This is an optimization exercise on Yosys and OpenROAD, whose aim is small area, a short achievable clock period and few clock cycles per item, not a production implementation.
The RTL was checked by simulation tests, not by an equivalence proof against the original design.

==> flow/design.v (outline; a module is shown in full before it is edited, if it fits) <==
// module ka_seq_mult: 13817 lines
module ka_seq_mult #(
  parameter int N = 131
) (
  input  logic           clk,
  input  logic           rst_n,
  input  logic           in_valid,
  output logic           in_ready,
  input  logic [N-1:0]   a,
  input  logic [N-1:0]   b,
  output logic           out_valid,
  input  logic           out_ready,
  output logic [2*N-2:0] y,
  output logic           busy
);
  // ...
==> flow/run.sh <==
#!/bin/bash
# synth_recipe.tcl (not shown) runs the flow's synth.tcl, then flattens the netlist and writes it again
# the make line also repeats each setting of config.mk as NAME=value (left out here)
make -C /OpenROAD-flow-scripts/flow DESIGN_CONFIG=/design/flow/config.mk WORK_HOME=/design/flow/orfs CLKGATE_MAP_FILE= SYNTH_SCRIPT=/design/flow/synth_recipe.tcl finish
==> flow/config.mk <==
export PLATFORM = sky130hd
export DESIGN_NAME = ka_seq_mult
export DESIGN_NICKNAME = ka_seq_mult
export VERILOG_FILES = /design/flow/design.v
export SDC_FILE = /design/flow/constraint.sdc
export NUM_CORES = 4
export LEC_CHECK = 0
export CAP_MARGIN = 20
export CORE_MARGIN = 2
export CORE_UTILIZATION = 50
export PLACE_DENSITY = 0.6
export SLEW_MARGIN = 20
==> flow/constraint.sdc <==
create_clock -name core_clock -period 8.0 [get_ports {clk}]
set_input_delay 1.6000 -clock core_clock [delete_from_list [all_inputs] [get_ports {clk}]]
set_output_delay 1.6000 -clock core_clock [all_outputs]
set_load 0.01 [all_outputs]
==> impl_metrics.py, run 1 <==
metrics = {
    "synth": {
        "synth_area_leaders": "xnor2_1, edfxtp_1, nor2_1",
        "synth.most_common_cell": "xnor2_1",
        "synthAdderAreaFrac_pct": 0,
        "yosys-top-cells-count": "xnor2_1, nor2_1, xor2_1",
        "yosysUniqueCellTypes": 32,
        "avgSynthCellArea_um2": 8.82,
        "synthArstFlopShare_pct": 0.271,
        "synthMuxAreaShare_pct": 2.13,
        "yosys_warnings": 1,
    },
    "layout": {
        "area_growth_pct": 14.8,
        "antenna_cells": 18,
        "fill_cells": 25700,
        "clock_area_share_pct": 3.67,
        "multi_input_gates": 14000,
        "inverters": 39,
    },
    "detailed_routing": {
        "ant_nets": 0,
        "wirelength_um": 668000,
        "met3_length_um": 93400,
        "wl_met1_um": 251000,
    },
    "critical_path": {
        "cp.depth": 7,
        "critPathMaxStageDelay_ns": 1.04,
        "path_buf_inv": 0,
        "crit_path_frequent_cell": "xnor2_1",
        "path_class": "flip-flop to flip-flop",
    },
    "placement": {
        "place.gp.congestion": 1.07,
        "portBuffers": 529,
    },
    "global_routing": {
        "grt_overflow": 0,
        "grt_pass1_wl_um": 901000,
    },
    "clock_network": {
        "cts.sinks": 1477,
        "clock_latency_ns": 0.93,
        "cts-root-buf": "clkbuf_16",
        "cts_max_path_buffers": 4,
    },
    "min_path": {
        "hp-start": "skid[138]",
    },
    "floorplan": {
        "pin_count": 530,
    },
    "timing": {
        "slew_viol_final": 0,
        "max_freq_mhz": 223,
    },
    "outcome": {
        "outcome": "no timing/DRC/antenna violations",
    },
}
Testbench counts, summed over its fixed seeds: cycles 984, items 960.
==> run 2: changes to the inputs <==
--- a/flow/design.v
+++ b/flow/design.v
@@ -13,30 +13,22 @@
   output logic           busy
 );
   logic [261:0] p0;
   logic [687:0] p1;
   logic [260:0] p2;
   logic [2:0] v;   
   wire adv = !(v[2] && !out_ready);
   assign out_valid = v[2];
-  logic skid_v;
-  logic [2*N-1:0] skid;
-  wire [2*N-1:0] ab = skid_v ? skid : {b, a};
-  wire ab_v = skid_v || in_valid;
-  assign in_ready = !skid_v;
-  assign busy = skid_v || (|v);
-  always_ff @(posedge clk or negedge rst_n) begin
-    if (!rst_n) skid_v <= 1'b0;
-    else skid_v <= !adv && ab_v;
-  end
-  always_ff @(posedge clk) if (!skid_v) skid <= {b, a};
+  wire [2*N-1:0] ab = {b, a};
+  assign in_ready = adv;
+  assign busy = |v;
   always_ff @(posedge clk or negedge rst_n) begin
     if (!rst_n) v <= '0;
-    else if (adv) v <= {v[1:0], ab_v};
+    else if (adv) v <= {v[1:0], in_valid};
   end
   always_ff @(posedge clk) begin
     if (adv) begin
       p0 <= d0;
       p1 <= d1;
       p2 <= d2;
     end
   end
--- a/flow/config.mk
+++ b/flow/config.mk
@@ -4,9 +4,11 @@
 export VERILOG_FILES = /design/flow/design.v
 export SDC_FILE = /design/flow/constraint.sdc
 export NUM_CORES = 4
 export LEC_CHECK = 0
 export CAP_MARGIN = 20
 export CORE_MARGIN = 2
 export CORE_UTILIZATION = 50
 export PLACE_DENSITY = 0.6
+export SETUP_SLACK_MARGIN = 4.5
 export SLEW_MARGIN = 20
+export TNS_END_PERCENT = 100
==> run 2 against run 1 <==
Compared with the run above: clock skew increased by 0.018 ns; critical endpoint is now p2[200]; sequential cell count decreased by 263; sequential share of layout area decreased by 2.5 points.
==> impl_metrics.py, run 2 <==
metrics = {
    "floorplan": {
        "pin_count": 530,
        "die_h_um": 522,
        "die_w_um": 522,
        "design.core.area_um2": 268000,
        "start_util_pct": 50.2,
        "num_rows": 190,
        "die-area_um2": 273000,
    },
    "synth": {
        "synth_nets": 15900,
        "yosys-top-cells-count": "xnor2_1, nor2_1, xor2_1",
        "synth_area_leaders": "xnor2_1, edfxtp_1, nor2_1",
        "synth_edf_count": 1211,
        "yosys.area.top_type": "xnor2_1",
        "synthCells": 15600,
        "ys_seq_area_share_pct": 27.1,
        "avgSynthCellArea_um2": 8.61,
        "synth.most_common_cell": "xnor2_1",
        "netlist_area_um2": 134000,
        "ys_seq_elements": 1214,
        "synthArstFlopShare_pct": 0.247,
        "yosys.area.top_type_share_pct": 41.8,
        "yosysUniqueCellTypes": 32,
        "yosys_most_used_dff": "edfxtp_1",
        "yosys_warnings": 1,
    },
    "timing": {
        "maxSlewHeadroom_pct": 8.59,
        "grt_setup_unrepaired": "true",
        "tightest_slew_ns": 1.36,
        "finalHoldViolations": 0,
        "max_freq_mhz": 265,
        "period_needed_ns": 3.77,
        "finalCritPeriodShare_pct": 47.1,
        "finalSetupViolations": 0,
        "hold_ws_ns": 0.482,
        "slew_viol_final": 0,
        "skew_ns": 0.0874,
    },
    "critical_path": {
        "crit_chain": "xor2_1 > xnor2_1 > xnor2_1 > xnor2_1 > xnor2_1 > xnor2_1",
        "r2r_cells": 6,
        "path_class": "flip-flop to flip-flop",
        "crit_path_max_fanout": 2,
        "arrival_ns": 4.43,
        "setup.worst_path.start_class": "flip-flop",
        "crit_path_frequent_cell": "xnor2_1",
        "crit_path_end_kind": "flip-flop",
        "required_ns": 8.66,
        "critPathSlowestCell": "xnor2_1",
        "rrSetupSlack_ns": 4.23,
        "critPathMaxStageDelay_ns": 0.94,
    },
    "layout": {
        "largest_reg_flops": 688,
        "layout_common_cells": "xnor2_1, nor2_1, xor2_1",
        "regMostFlops": "p1",
        "fill_cells": 24000,
        "mostFrequentLayoutCell": "xnor2_1",
        "design_area_um2": 158000,
        "nets": 16900,
        "multi_input_area_um2": 98900,
        "top_regs": "p1 (688), p0 (262), p2 (261)",
        "regArea_um2": 36400,
        "layout-drive-gt1-share_pct": 10.5,
        "area_growth_pct": 17.9,
    },
    "min_path": {
        "min_path_cells": 1,
        "hold_path_class": "flip-flop to flip-flop",
    },
    "detailed_routing": {
        "wl_per_cell_um": 32.0,
        "drc": 0,
        "drtIter0Drc": 19000,
        "wirelength_um": 650000,
        "dr.pass1.iters": 6,
        "vias": 115000,
        "routed_via_density": 5.68,
        "ant_nets": 0,
    },
    "clock_network": {
        "cts.sinks": 1214,
        "clk_pin_slew_ns": 0.06,
        "cts_tree": "built",
        "cts-root-buf": "clkbuf_16",
        "clock_latency_ns": 0.93,
        "cts.htree.levels": 4,
        "hold_buffers": 0,
        "cts_max_path_buffers": 4,
        "cts_buffers": 157,
    },
    "global_routing": {
        "first_global_vias": 105000,
        "antenna_found_initial": 27,
        "grtUsageTotal_pct": 46.1,
        "grt_max_degree": 144,
        "grt_overflow": 0,
        "grt_pass1_wl_um": 873000,
    },
    "placement": {
        "place_area_um2": 148000,
        "place.gp.congestion": 1.07,
        "portBuffers": 529,
        "dpl.hpwl_um": 492000,
    },
    "flow_run": {
        "cap_violations": 0,
    },
    "outcome": {
        "outcome": "no timing/DRC/antenna violations",
    },
}
## run 2: final timing paths
| path | end | start |
|---|---|---|
| worst max-delay path | p2[200] | p1[285] |
| worst min-delay path | v[2] | v[1] |
| worst max register to register | p2[200] | p1[285] |
| worst min register to register | v[2] | v[1] |
| max in group asynchronous | v[2] | rst_n |
| min in group asynchronous | v[1] | rst_n |
## run 2: area by class of cell
cell class | count | share of cell area [%]
Multi-Input combinational cell | 13800 | 62.4
Sequential cell | 1214 | 23.0
Timing Repair Buffer | 1471 | 8.28
Tap cell | 3552 | 2.80
Clock buffer | 178 | 2.53
Clock inverter | 106 | 0.839
Inverter | 44 | 0.104
Antenna cell | 13 | 0.0205
## run 2: timing repair
| item | CTS | global route |
|---|---|---|
| setup endpoints to repair | 890 | 371 |
| pin swaps | 5 | 27 |
| gates cloned | 1 | 2 |
| buffers inserted | 101 | 56 |
| resized for setup | 163 | 170 |
## run 2: routing by layer
layer | wire [um] | part of all wire [%] | GRT usage [%] | vias to the layer above
li1 | - | - | - | 49900
met2 | 260000 | 40 | 64.4 | 8408
met3 | 89800 | 14 | 14.2 | 1887
met1 | 239000 | 37 | 59.4 | 55200
met5 | 13 | 0.0020 | 0 | -
met4 | 61900 | 9.5 | 34.9 | 2
## run 2: worst max-delay path: cells and delay by family, from the launching register on
kind	cells	cell delay (ns)
xor+xnor	6	3.14
flops	1	0.39
## run 2: kinds of logic after synthesis
logic type / synth area share [%]
xor+xnor: 54.3
simple gates: 16.4
flops: 27.1
buf+inv: 2.05
mux: 0.0819
compound gates: 0.126
## run 2: metrics by stage
stage	setup WS [ns]	util [%]	setup TNS, ns	instances
2_1_floorplan	-3.40	-	-3124.07	15600
3_3_place_gp	2.87	55.4	0	19900
3_5_place_dp	2.87	55.5	0	19900
4_1_cts	4.24	58.3	0	20300
5_1_grt	4.26	59.2	0	20300
6_report	4.23	59.2	0	20300
Testbench counts of run 2, summed over its fixed seeds: cycles 984, items 960.
==> run 3: changes to the inputs <==
==> flow/flow/run.sh (new file) <==
#!/bin/bash
# The standard layout (the standard.sh: ORFS synthesis through finish, unchanged), except
# that the port buffers ORFS inserts before global placement are buf_4 cells instead of the
# default pick (a clkdlybuf4s50_1 delay cell). Every input and output port still gets its own
# buffer. make's full output goes to flow_make.log in this folder; ORFS's per-step logs are
# under orfs/logs/.
set -euo pipefail
export BUFFER_PORTS_ARGS="-buffer_cell sky130_fd_sc_hd__buf_4"
bash standard.sh > flow_make.log 2>&1
==> flow/standard.sh (new file) <==
#!/bin/bash
# synth_recipe.tcl (not shown) runs the flow's synth.tcl, then flattens the netlist and writes it again
# the make line also repeats each setting of config.mk as NAME=value (left out here)
make -C /OpenROAD-flow-scripts/flow DESIGN_CONFIG=/design/flow/config.mk WORK_HOME=/design/flow/orfs CLKGATE_MAP_FILE= SYNTH_SCRIPT=/design/flow/synth_recipe.tcl "${@:-finish}"
removed: flow/run.sh
==> run 3 against run 2 <==
Compared with the run above: still clean; maximum frequency down 0.73%; final area fell by 0.36%; sequential share of layout area increased by 0.081 points.
==> impl_metrics.py, run 3 <==
metrics = {
    "timing": {
        "skew_ns": 0.0760,
        "max_freq_mhz": 263,
        "maxSlewHeadroom_pct": 8.44,
        "finalCritPeriodShare_pct": 47.5,
        "period_needed_ns": 3.80,
        "finalHoldViolations": 0,
        "slew_viol_final": 0,
        "finalSetupViolations": 0,
        "grt_setup_unrepaired": "true",
        "setup_slack_ns": 4.20,
        "tightest_slew_ns": 1.36,
    },
    "critical_path": {
        "crit_chain": "xnor2_1 > xnor2_1 > xnor2_2 > xnor2_1 > xnor2_1",
        "crit_path_frequent_cell": "xnor2_1",
        "r2r-start": "p1[329]",
        "critPathSlowestCell": "xnor2_1",
        "cp_top_family": "XOR/XNOR gates",
        "rrSetupSlack_ns": 4.20,
        "critPathMaxStageDelay_ns": 1.04,
        "crit_path_end_kind": "flip-flop",
        "path_class": "flip-flop to flip-flop",
        "setup.worst_path.start_class": "flip-flop",
        "r2r_cells": 5,
        "arrival_ns": 4.46,
        "crit_path_max_fanout": 2,
        "required_ns": 8.66,
        "path_buf_inv": 0,
        "r2r-end": "p2[222]",
    },
    "clock_network": {
        "cts-root-buf": "clkbuf_16",
        "cts_max_path_buffers": 4,
        "clk_pin_slew_ns": 0.07,
        "cts_tree": "built",
        "clock_latency_ns": 0.93,
        "cts.sinks": 1214,
        "cts.htree.levels": 4,
        "cts_buffers": 157,
    },
    "detailed_routing": {
        "drtIter0Drc": 19400,
        "drc": 0,
        "vias": 117000,
        "routed_via_density": 5.72,
        "dr.pass1.iters": 6,
        "wl_per_cell_um": 32.6,
        "ant_nets": 0,
        "wirelength_um": 665000,
    },
    "layout": {
        "mostFrequentLayoutCell": "xnor2_1",
        "layout-drive-gt1-share_pct": 14.0,
        "area_growth_pct": 17.5,
        "largest_reg_flops": 688,
        "regArea_um2": 36400,
        "layout.cells.non_filler": 20400,
        "top_regs": "p1 (688), p0 (262), p2 (261)",
        "fill_cells": 24100,
        "nets": 17000,
        "multi_input_area_um2": 99200,
        "layout_common_cells": "xnor2_1, nor2_1, buf_4",
        "regMostFlops": "p1",
    },
    "synth": {
        "yosys-top-cells-count": "xnor2_1, nor2_1, xor2_1",
        "netlist_area_um2": 134000,
        "synth.most_common_cell": "xnor2_1",
        "synthCells": 15600,
        "ys_seq_elements": 1214,
        "avgSynthCellArea_um2": 8.61,
        "ys_seq_area_share_pct": 27.1,
        "synth_area_leaders": "xnor2_1, edfxtp_1, nor2_1",
        "yosys.area.top_type_share_pct": 41.8,
        "yosysUniqueCellTypes": 32,
        "yosys.area.top_type": "xnor2_1",
        "synth_edf_count": 1211,
        "yosys_most_used_dff": "edfxtp_1",
        "yosys_warnings": 1,
        "synth_nets": 15900,
        "synthArstFlopShare_pct": 0.247,
    },
    "global_routing": {
        "first_global_vias": 107000,
        "grt_max_degree": 150,
        "grt_overflow": 0,
        "antenna_found_initial": 22,
        "grt_pass1_wl_um": 893000,
        "grtUsageTotal_pct": 47.3,
    },
    "floorplan": {
        "die_h_um": 522,
        "die_w_um": 522,
        "start_util_pct": 50.2,
        "pin_count": 530,
        "design.core.area_um2": 268000,
        "die-area_um2": 273000,
        "num_rows": 190,
    },
    "min_path": {
        "hold_path_class": "input pin to async pin",
    },
    "outcome": {
        "outcome": "no timing/DRC/antenna violations",
    },
    "placement": {
        "dpl_worst_slack_ns": 3.79,
        "placedCellCount": 19900,
        "portBuffers": 529,
        "place.gp.congestion": 1.05,
        "dpl.hpwl_um": 504000,
    },
    "flow_run": {
        "cap_violations": 0,
    },
}
==> run 3: what timing repair did <==
| item | 4_1_cts | 5_1_grt |
|---|---|---|
| gates resized for setup | 161 | 184 |
| gates cloned | 1 | 1 |
| setup buffers | 136 | 63 |
| endpoints found under the setup margin | 177 | 205 |
| pin swaps | 7 | 25 |
| hold buffers | 0 | 0 |
==> run 3: routing by layer <==
metal,vias to the layer above,track usage [%],part of all wire [%]
li1,50000,-,-
met1,55800,60.2,36
met2,8754,64.3,39
met3,2013,16.7,15
met4,6,37.3,9.9
met5,-,0.211,0.0060
==> run 3: how the worst max path moves through the flow <==
stage	from	to	cells past startpoint
3_5_place_dp	p0[223]	p1[395]	9
3_3_place_gp	p0[223]	p1[395]	9
4_1_cts	out_ready	in_ready	3
2_1_floorplan	out_ready	in_ready	1
5_1_grt	out_ready	in_ready	3
6_report	p1[329]	p2[222]	5
==> run 3: cells by family after synthesis <==
kind of cell	synth area share [%]
xor gates and xnor gates	54.3
AOI/OAI and AO/OA	0.126
and+or+nand+nor	16.4
muxes	0.0819
buffers and inverters	2.05
DFF	27.1
==> run 3: area by class of cell <==
cell class | count | share of cell area, %
repair buffers | 1522 | 7.81
well taps | 3552 | 2.81
flip-flops and latches | 1214 | 23.1
multi-input cells | 13800 | 62.8
diodes | 12 | 0.0190
clock buffers | 172 | 2.55
clock inverters | 107 | 0.777
inverters | 44 | 0.105
==> run 3: worst register-to-register path: cells and delay by family (launching register included) <==
kind	cells	cell delay, ns
xor gates and xnor gates	5	3.21
DFF	1	0.39
==> run 3: metrics by stage <==
stage	setup TNS [ns]	cell area [um^2]	hold WS, ns	util (%)
floorplan	-3124.07	134000	0.447	-
global placement	0	147000	0.463	55.0
detailed placement	0	147000	0.476	55.0
CTS	0	155000	0.460	58.1
global route	0	158000	0.486	59.0
finish	0	158000	0.480	59.0

-- afterwards: timing with drivers on the ports --
Ports are ideal in the flow. The routed layouts listed here were re-timed in OpenROAD. Step 1: set_driving_cell puts a clkbuf_16 on clk and a buf_2 on each other input, an assumption about the parent block. Step 2 adds t to the input delays and takes it off the output delays; t is the mean of the earliest and latest rising clock arrival at the registers after step 1. Input paths then give back, and output paths get back, about the clock's delay inside the block. Three values: ideal, step 1, step 2; two values: the first two.
run | shift t [ns] | setup slack, ns | hold slack, ns | slew at the worst register clock pin (ns) | pins driven straight from the clock port
run 1 | 0.996 | 3.515 / 3.515 / 3.515 | 0.471 / 0.471 / 0.471 | 0.08 / 0.08 | 1
run 2 | 0.994 | 4.229 / 4.218 / 3.582 | 0.482 / 0.482 / 0.482 | 0.08 / 0.08 | 1
run 3 | 1.001 | 4.201 / 4.201 / 3.652 | 0.480 / 0.399 / 0.491 | 0.07 / 0.07 | 1
After both steps every run listed still meets setup and hold. The setup slack of run 2, which loses most, moves by -0.011 ns with the drivers and by -0.647 ns with both steps.
